Source: an optimization exercise on an open RTL-to-GDS flow (aim: small area, a short achievable clock period and few clock cycles per item). Production flows keep margins and buffers that such runs may drop.
RTL that was checked went through simulation tests only; none was proved equivalent to the original.

==> xenon <==
==> flow/design.v (excerpt) <==
module dense_neuron_mac #(
  parameter int unsigned N     = nn_pkg::N,
  parameter int unsigned FRAC  = nn_pkg::FRAC,
  parameter int unsigned LEN_W = 9,
  parameter int unsigned ACC_W = 72
) (
  input  logic                    clk,
  input  logic                    rst,
  input  logic                    start,
  input  logic        [LEN_W-1:0] len,
  input  logic signed [N-1:0]     bias,
  input  logic                    relu_en,
  input  logic                    in_valid,
  output logic                    in_ready,
  input  logic signed [N-1:0]     x,
  input  logic signed [N-1:0]     w,
  output logic                    out_valid,
  input  logic                    out_ready,
  output logic signed [N-1:0]     out,
  output logic                    sat,
  output logic                    busy,
  output logic                    done
);
  logic             busy_q;
  logic             in_ready_q;
  logic             out_valid_q;
  logic             done_q;
  logic             relu_q;
  logic [LEN_W-1:0] count_q;
  logic             fin1_q;
  logic             fin2_q;
  logic [ACC_W-1:0] acc_s;
  logic [ACC_W-1:0] acc_c;
  logic [ACC_W-1:0] as_in;
  ...
==> module fx_round_sat, before the edit <==
module fx_round_sat #(
  parameter int unsigned N     = nn_pkg::N,
  parameter int unsigned FRAC  = nn_pkg::FRAC,
  parameter int unsigned ACC_W = 72
) (
  input  logic [ACC_W-1:0]    acc_s,
  input  logic [ACC_W-1:0]    acc_c,
  input  logic                relu_en,
  output logic signed [N-1:0] out,
  output logic                sat
);
  logic [ACC_W-1:0] total;
  logic [ACC_W-FRAC-N:0] hi;
  logic signed [N-1:0] res;
  always_comb begin
    total = acc_s + acc_c;
    hi    = total[ACC_W-1:FRAC+N-1];
    sat   = !((&hi) || !(|hi));
    res   = total[FRAC+N-1:FRAC];
    if (sat) res = total[ACC_W-1] ? {1'b1, {(N-1){1'b0}}} : {1'b0, {(N-1){1'b1}}};
    if (relu_en && res[N-1]) res = '0;
    out = res;
  end
endmodule
clock: 12.0 ns
lec_check: 0
cap_margin: 20
core_margin: 2
core_utilization: 50
slew_margin: 20
standard.sh (not shown) runs the stock make flow with config.mk's settings and CLKGATE_MAP_FILE= SYNTH_SCRIPT=/design/flow/synth_recipe.tcl, a recipe that flattens the netlist after the stock synthesis.
==> flow/flow/run.sh <==
#!/bin/bash
# The standard layout, with repair_timing asked for extra setup slack so that
# the design is sized for a period below the design's 12 ns.
set -euo pipefail
bash standard.sh SETUP_SLACK_MARGIN=8.5 TNS_END_PERCENT=0 finish > flow_standard.log 2>&1
==> pepper (differences from xenon) <==
--- a/flow/design.v
+++ b/flow/design.v
@@ -23,13 +23,42 @@
 );
+  localparam int unsigned K  = FRAC + N - 1;    
+  localparam int unsigned LV = $clog2(ACC_W);
+  logic [ACC_W-1:0] p, g, t;
+  logic [ACC_W-1:0] pg [LV+1];
+  logic [ACC_W-1:0] pp [LV+1];
+  logic [ACC_W-1:0] cin;       
   logic [ACC_W-1:0] total;
-  logic [ACC_W-FRAC-N:0] hi;
+  logic             ones_hi, zeros_hi, sgn, kill;
   logic signed [N-1:0] res;
+  assign p = acc_s ^ acc_c;
+  assign g = acc_s & acc_c;
+  assign t = acc_s | acc_c;
+  assign pg[0] = g;
+  assign pp[0] = p;
+  for (genvar l = 0; l < LV; l++) begin : g_lvl
+    for (genvar i = 0; i < ACC_W; i++) begin : g_bit
+      if ((i >> l) & 1) begin : g_join
+        localparam int J = ((i >> l) << l) - 1;
+        assign pg[l+1][i] = pg[l][i] | (pp[l][i] & pg[l][J]);
+        assign pp[l+1][i] = pp[l][i] & pp[l][J];
+      end else begin : g_pass
+        assign pg[l+1][i] = pg[l][i];
+        assign pp[l+1][i] = pp[l][i];
+      end
+    end
+  end
+  assign cin   = {pg[LV][ACC_W-2:0], 1'b0};
+  assign total = p ^ cin;
   always_comb begin
-    total = acc_s + acc_c;
-    hi    = total[ACC_W-1:FRAC+N-1];
-    sat   = !((&hi) || !(|hi));
-    res   = total[FRAC+N-1:FRAC];
-    if (sat) res = total[ACC_W-1] ? {1'b1, {(N-1){1'b0}}} : {1'b0, {(N-1){1'b1}}};
-    if (relu_en && res[N-1]) res = '0;
-    out = res;
+    ones_hi  = 1'b1;
+    zeros_hi = 1'b1;
+    for (int i = K + 1; i < ACC_W; i++) begin
+      ones_hi  = ones_hi & (p[i] ^ g[i-1]);
+      zeros_hi = zeros_hi & ~(p[i] ^ t[i-1]);
+    end
+    sat  = total[K] ? ~ones_hi : ~zeros_hi;
+    sgn  = total[ACC_W-1];
+    res  = sat ? {sgn, {(N-1){~sgn}}} : total[K:FRAC];
+    kill = relu_en & res[N-1];
+    out  = kill ? '0 : res;
   end
==> flow/flow/run.sh (replaced) <==
#!/bin/bash
set -euo pipefail
bash standard.sh 'BUFFER_PORTS_ARGS=-buffer_cell sky130_fd_sc_hd__buf_2' SETUP_SLACK_MARGIN=8.3 TNS_END_PERCENT=0 SKIP_INCREMENTAL_REPAIR=1 finish > flow_standard.log 2>&1
==> indigo (differences from xenon) <==
--- a/flow/design.v
+++ b/flow/design.v
@@ -23,13 +23,42 @@
 );
+  localparam int unsigned K  = FRAC + N - 1;    
+  localparam int unsigned LV = (ACC_W > 64) ? 7 : (ACC_W > 32) ? 6 : (ACC_W > 16) ? 5 : 4;
+  logic [ACC_W-1:0] p, g, t;
+  logic [ACC_W-1:0] pg [LV+1];
+  logic [ACC_W-1:0] pp [LV+1];
+  logic [ACC_W-1:0] cin;       
   logic [ACC_W-1:0] total;
-  logic [ACC_W-FRAC-N:0] hi;
+  logic             ones_hi, zeros_hi, sgn, kill;
   logic signed [N-1:0] res;
+  assign p = acc_s ^ acc_c;
+  assign g = acc_s & acc_c;
+  assign t = acc_s | acc_c;
+  assign pg[0] = g;
+  assign pp[0] = p;
+  for (genvar l = 0; l < LV; l++) begin : g_lvl
+    for (genvar i = 0; i < ACC_W; i++) begin : g_bit
+      if ((i >> l) & 1) begin : g_join
+        localparam int J = ((i >> l) << l) - 1;
+        assign pg[l+1][i] = pg[l][i] | (pp[l][i] & pg[l][J]);
+        assign pp[l+1][i] = pp[l][i] & pp[l][J];
+      end else begin : g_pass
+        assign pg[l+1][i] = pg[l][i];
+        assign pp[l+1][i] = pp[l][i];
+      end
+    end
+  end
+  assign cin   = {pg[LV][ACC_W-2:0], 1'b0};
+  assign total = p ^ cin;
   always_comb begin
-    total = acc_s + acc_c;
-    hi    = total[ACC_W-1:FRAC+N-1];
-    sat   = !((&hi) || !(|hi));
-    res   = total[FRAC+N-1:FRAC];
-    if (sat) res = total[ACC_W-1] ? {1'b1, {(N-1){1'b0}}} : {1'b0, {(N-1){1'b1}}};
-    if (relu_en && res[N-1]) res = '0;
-    out = res;
+    ones_hi  = 1'b1;
+    zeros_hi = 1'b1;
+    for (int i = K + 1; i < ACC_W; i++) begin
+      ones_hi  = ones_hi & (p[i] ^ g[i-1]);
+      zeros_hi = zeros_hi & ~(p[i] ^ t[i-1]);
+    end
+    sat  = total[K] ? ~ones_hi : ~zeros_hi;
+    sgn  = total[ACC_W-1];
+    res  = sat ? {sgn, {(N-1){~sgn}}} : total[K:FRAC];
+    kill = relu_en & res[N-1];
+    out  = kill ? '0 : res;
   end
==> flow/flow/run.sh (replaced) <==
#!/bin/bash
set -euo pipefail
bash standard.sh 'BUFFER_PORTS_ARGS=-buffer_cell sky130_fd_sc_hd__buf_2' SETUP_SLACK_MARGIN=8.3 TNS_END_PERCENT=0 SKIP_INCREMENTAL_REPAIR=1 SYNTH_ARGS=-noabc finish > flow_standard.log 2>&1
--- a/flow/config.mk
+++ b/flow/config.mk
@@ -9,3 +9,3 @@
 export CORE_MARGIN = 2
-export CORE_UTILIZATION = 50
+export CORE_UTILIZATION = 65
 export SLEW_MARGIN = 20
==> cedar (differences from xenon) <==
--- a/flow/design.v
+++ b/flow/design.v
@@ -23,13 +23,42 @@
 );
+  localparam int unsigned K  = FRAC + N - 1;    
+  localparam int unsigned LV = $clog2(ACC_W);
+  logic [ACC_W-1:0] p, g, t;
+  logic [ACC_W-1:0] pg [LV+1];
+  logic [ACC_W-1:0] pp [LV+1];
+  logic [ACC_W-1:0] cin;       
   logic [ACC_W-1:0] total;
-  logic [ACC_W-FRAC-N:0] hi;
+  logic             ones_hi, zeros_hi, sgn, kill;
   logic signed [N-1:0] res;
+  assign p = acc_s ^ acc_c;
+  assign g = acc_s & acc_c;
+  assign t = acc_s | acc_c;
+  assign pg[0] = g;
+  assign pp[0] = p;
+  for (genvar l = 0; l < LV; l++) begin : g_lvl
+    for (genvar i = 0; i < ACC_W; i++) begin : g_bit
+      if ((i >> l) & 1) begin : g_join
+        localparam int J = ((i >> l) << l) - 1;
+        assign pg[l+1][i] = pg[l][i] | (pp[l][i] & pg[l][J]);
+        assign pp[l+1][i] = pp[l][i] & pp[l][J];
+      end else begin : g_pass
+        assign pg[l+1][i] = pg[l][i];
+        assign pp[l+1][i] = pp[l][i];
+      end
+    end
+  end
+  assign cin   = {pg[LV][ACC_W-2:0], 1'b0};
+  assign total = p ^ cin;
   always_comb begin
-    total = acc_s + acc_c;
-    hi    = total[ACC_W-1:FRAC+N-1];
-    sat   = !((&hi) || !(|hi));
-    res   = total[FRAC+N-1:FRAC];
-    if (sat) res = total[ACC_W-1] ? {1'b1, {(N-1){1'b0}}} : {1'b0, {(N-1){1'b1}}};
-    if (relu_en && res[N-1]) res = '0;
-    out = res;
+    ones_hi  = 1'b1;
+    zeros_hi = 1'b1;
+    for (int i = K + 1; i < ACC_W; i++) begin
+      ones_hi  = ones_hi & (p[i] ^ g[i-1]);
+      zeros_hi = zeros_hi & ~(p[i] ^ t[i-1]);
+    end
+    sat  = total[K] ? ~ones_hi : ~zeros_hi;
+    sgn  = total[ACC_W-1];
+    res  = sat ? {sgn, {(N-1){~sgn}}} : total[K:FRAC];
+    kill = relu_en & res[N-1];
+    out  = kill ? '0 : res;
   end
==> flow/flow/run.sh (replaced) <==
#!/bin/bash
set -euo pipefail
bash standard.sh 'BUFFER_PORTS_ARGS=-buffer_cell sky130_fd_sc_hd__buf_2' SETUP_SLACK_MARGIN=8.7 TNS_END_PERCENT=0 SKIP_INCREMENTAL_REPAIR=1 finish > flow_standard.log 2>&1
==> flow_summary.json <==
{
  "critPathRequiredTime_ns": 12.45,
  "p_sw_frac": 0.268,
  "antenna_found_initial": 0,
  "regArea_sq_um": 5710,
  "final_cell_mix": "fa_1, a22oi_1, inv_1",
  "wl_mm": 121,
  "status": "no timing/DRC/antenna violations",
  "post-route-period-util": 0.338,
  "worstPathArrival_ns": 4.50,
  "met1_usage": 0.463,
  "synth_seq_area_share": 0.162,
  "clock_skew_ns": 0.0301,
  "drive_above_1_share": 0.142
}
the above is filed under cedar

==> flow_summary.json <==
{
  "status": "no timing/DRC/antenna violations",
  "drive_above_1_share": 0.142,
  "final_cell_mix": "fa_1, a22oi_1, inv_1",
  "clock_skew_ns": 0.0301,
  "p_sw_frac": 0.268,
  "wl_mm": 121,
  "antenna_found_initial": 0,
  "critPathRequiredTime_ns": 12.45,
  "met1_usage": 0.463,
  "worstPathArrival_ns": 4.50,
  "synth_seq_area_share": 0.162,
  "post-route-period-util": 0.338
}
the above is filed under pepper

==> flow_summary.json <==
{
  "status": "no timing/DRC/antenna violations",
  "met3_length_mm": 19.6,
  "wl_mm": 119,
  "met1_usage": 0.569,
  "flops_and_latches": 274,
  "post-route-period-util": 0.356,
  "drive_above_1_share": 0.163,
  "endpoint": "out_q[31]",
  "critPathRequiredTime_ns": 12.47,
  "clock_skew_ns": 0.0366,
  "synth_seq_area_share": 0.169,
  "p_sw_frac": 0.261,
  "worstPathArrival_ns": 4.74,
  "slowest_stage": "nor4_1",
  "antenna_found_initial": 4
}
the above is filed under indigo

==> flow_summary.json <==
{
  "drive_above_1_share": 0.174,
  "setup_viol": 0,
  "status": "no timing/DRC/antenna violations",
  "r2r_cells": 12,
  "post-route-period-util": 0.335,
  "regArea_sq_um": 5800,
  "worstPathArrival_ns": 4.46,
  "wl_mm": 140,
  "met1_usage": 0.477,
  "synth_compound_area_frac": 0.174,
  "critPathRequiredTime_ns": 12.45,
  "final_cell_mix": "fa_1, a22oi_1, inv_1",
  "p_sw_frac": 0.252
}
the above is filed under xenon

Testbench counts of indigo, summed over its fixed seeds: cycles 13,071, beats 11,791.
For xenon, pepper and cedar, only the layout was checked, not whether the RTL still works.

## what the ideal ports hide
In the flow no input, the clock included, has a driving cell. The finished layouts below were timed again as built, in two steps.
Step 1 sets driving cells, clkbuf_16 on the clock port and buf_2 on the other inputs (assumed; they add their load-dependent delay and slew).
Step 2 moves the port delays by t, midway between the first and last clock arrival at a register: inputs arrive t later, outputs are due t later. That takes back most of the time a late clock gives input paths.
Three values: ideal ports, drivers, drivers and shift; two values: the first two.
run | shift t [ns] | setup slack, ns | worst register clock-pin slew, ns | worst data-port slew with drivers (ns) | cell pins on the clock port's net
xenon | 0.626 | 7.983 / 7.983 / 7.491 | 0.06 / 0.06 | 0.04 | 1
pepper | 0.643 | 7.947 / 7.947 / 7.629 | 0.07 / 0.07 | 0.05 | 1
indigo | 0.645 | 7.730 / 7.730 / 7.605 | 0.07 / 0.07 | 0.05 | 1
cedar | 0.643 | 7.947 / 7.947 / 7.629 | 0.07 / 0.07 | 0.05 | 1
After both steps every run listed still meets setup and hold. The setup slack of xenon, which loses most, moves by 0.000 ns with the drivers and by -0.492 ns with both steps.
